Context: an optimization exercise on an open-source flow, tuned for small area and few clock cycles per item. The choices shown serve that exercise and are no tape-out recipe.

== west ==
Design vector_mac_pipe, start of the top module:
module vector_mac_pipe #(
    parameter int DATA_W = 16,
    parameter int FRAC   = 12,
    parameter int LEN    = 3
) (
    input  logic                  clk,
    input  logic                  rst,
    input  logic                  in_valid,
    output logic                  in_ready,
    input  logic [LEN*DATA_W-1:0] in_a,
    input  logic [LEN*DATA_W-1:0] in_b,
    input  logic                  in_first,
    input  logic                  in_last,
    output logic                  out_valid,
    input  logic                  out_ready,
    output logic [DATA_W-1:0]     out_data
);
For scale: ~1,500 cells after synthesis, ~71 flip-flops.
==> module vmac_enc, before the edit <==
module vmac_enc (
    input  logic b2,
    input  logic b1,
    input  logic b0,
    output logic one_n,
    output logic two_n,
    output logic neg,
    output logic neg_n
);
    vmac_xnor u_one (.a(b1), .b(b0), .y(one_n));
    assign two_n = ~((b2 ^ b1) & one_n);
    assign neg_n = ~(b2 & ~(b1 & b0));
    assign neg   = ~neg_n;
endmodule
clock: 7.0 ns
lec_check: 0
cap_margin: 20
core_margin: 2
core_utilization: 40
cts_buf_list: sky130_fd_sc_hd__clkbuf_8
gpl_timing_driven: 0
slew_margin: 20
synth_hierarchical: 1
synth_minimum_keep_size: 0
standard.sh (not shown) runs the stock make flow with config.mk's settings and CLKGATE_MAP_FILE= SYNTH_SCRIPT=/design/flow/synth_recipe.tcl, a recipe that flattens the netlist after the stock synthesis.
==> flow/flow/run.sh <==
#!/bin/bash
# The standard layout, with the port buffers made of the smallest buffer
# cell instead of the one buffer_ports picks by default; repair_design still
# upsizes any that need it.
set -euo pipefail
export BUFFER_PORTS_ARGS="-buffer_cell sky130_fd_sc_hd__buf_1"
bash standard.sh > standard.log 2>&1
diff inputs: west => east
--- a/flow/design.v
+++ b/flow/design.v
@@ -2502,10 +2502,10 @@
     output logic one_n,
     output logic two_n,
     output logic neg,
     output logic neg_n
 );
     vmac_xnor u_one (.a(b1), .b(b0), .y(one_n));
-    assign two_n = ~((b2 ^ b1) & one_n);
+    assign two_n = ~((b2 & ~b1 & ~b0) | (~b2 & b1 & b0));
     assign neg_n = ~(b2 & ~(b1 & b0));
     assign neg   = ~neg_n;
 endmodule
east has completed all stages; timing, DRC and antenna checks passed. The number of nets in the final layout of east and that of west are within noise of each other. Going from west to east, post-route cell area higher, total number of tap cells went up by 39, share of cell area taken by muxes after synthesis about even. Overall track demand over capacity in global routing (higher): east. Lower worst path setup slack after routing was reported by west, not east.
Function was not checked in any run of this note: the RTL went through the layout flow alone.

--- another note on this design; it stands on its own ---

==> flow/design.v (excerpt) <==
module vector_mac_pipe #(
    parameter int DATA_W = 16,
    parameter int FRAC   = 12,
    parameter int LEN    = 3
) (
    input  logic                  clk,
    input  logic                  rst,
    input  logic                  in_valid,
    output logic                  in_ready,
    input  logic [LEN*DATA_W-1:0] in_a,
    input  logic [LEN*DATA_W-1:0] in_b,
    input  logic                  in_first,
    input  logic                  in_last,
    output logic                  out_valid,
    input  logic                  out_ready,
    output logic [DATA_W-1:0]     out_data
);
    logic [15:0] acc, nxt, base;
    logic [15:0] hx, s1_hx;
    logic [14:0] hy, s1_hy;
    logic [2:0]  lc, s1_lc;    
    wire e0_0_one_n = ~(in_b[0] ^ 1'b0);
    wire e0_0_two_n = ~((in_b[1] & ~in_b[0] & ~1'b0) | (~in_b[1] & in_b[0] & 1'b0));
    wire e0_0_neg = in_b[1] & ~(in_b[0] & 1'b0);
    wire e0_0_xn0;
    vmac_xnor u_e0_0_xn0 (.a(in_a[0]), .b(e0_0_neg), .y(e0_0_xn0));
    wire e0_0_xn1;
    vmac_xnor u_e0_0_xn1 (.a(in_a[1]), .b(e0_0_neg), .y(e0_0_xn1));
    wire e0_0_xn2;
    vmac_xnor u_e0_0_xn2 (.a(in_a[2]), .b(e0_0_neg), .y(e0_0_xn2));
    wire e0_0_xn3;
    vmac_xnor u_e0_0_xn3 (.a(in_a[3]), .b(e0_0_neg), .y(e0_0_xn3));
    wire e0_0_xn4;
    vmac_xnor u_e0_0_xn4 (.a(in_a[4]), .b(e0_0_neg), .y(e0_0_xn4));
    wire e0_0_xn5;
  ...
clock: 7.0 ns
lec_check: 0
cap_margin: 20
core_margin: 2
core_utilization: 40
cts_buf_list: sky130_fd_sc_hd__clkbuf_4
slew_margin: 20
synth_hierarchical: 1
synth_minimum_keep_size: 0
standard.sh (not shown) runs the stock make flow with config.mk's settings and CLKGATE_MAP_FILE= SYNTH_SCRIPT=/design/flow/synth_recipe.tcl, a recipe that flattens the netlist after the stock synthesis.
==> flow/flow/run.sh <==
#!/bin/bash
# The standard layout, with the port buffers made of the smallest buffer
# cell instead of the one buffer_ports picks by default; repair_design still
# upsizes any that need it.
set -euo pipefail
export BUFFER_PORTS_ARGS="-buffer_cell sky130_fd_sc_hd__buf_1"
bash standard.sh > standard.log 2>&1
The first run passed the timing, DRC and antenna checks.
Rerun with:
CTS_BUF_LIST = sky130_fd_sc_hd__clkbuf_8   (was sky130_fd_sc_hd__clkbuf_4)
What happened: Synthesized area stays the same; cell area is higher by 0.41%; hold slack degrades by 0.012 ns.
No run of this note included a check of the RTL's function; only the layout flow was run.

[afterwards: timing with drivers on the ports]
Ports are ideal in the flow. The routed layouts listed here were re-timed in OpenROAD. Step 1 (the two cells are an assumption about what drives the block):
set clk [get_ports {clk}]
set_driving_cell -lib_cell sky130_fd_sc_hd__clkbuf_16 $clk
set_driving_cell -lib_cell sky130_fd_sc_hd__buf_2 [delete_from_list [all_inputs] $clk]
Step 2, shift: input delay + t, output delay - t, t = (earliest + latest rising clock arrival at the registers) / 2. This alone moves slack from input paths to output paths. Slacks: no drivers / after step 1 / after step 2; pairs: no drivers / after step 1.
run | t (ns) | setup slack, ns | worst setup path at the end | clock arrival spread, ns
west | 0.364 | 0.335 / 0.336 / -0.028 | input to register | 0.010 / 0.010
east | 0.381 | 0.585 / 0.596 / 0.215 | input to register | 0.010 / 0.010
the first run of note 2 | 0.460 | 0.864 / 0.882 / 0.422 | input to register | 0.023 / 0.023
the second run of note 2 | 0.394 | 0.800 / 0.819 / 0.425 | input to register | 0.013 / 0.013
With both steps, setup timing fails in west, where it was met with ideal ports. The setup slack of the first run of note 2, which loses most, moves by +0.018 ns with the drivers and by -0.442 ns with both steps.
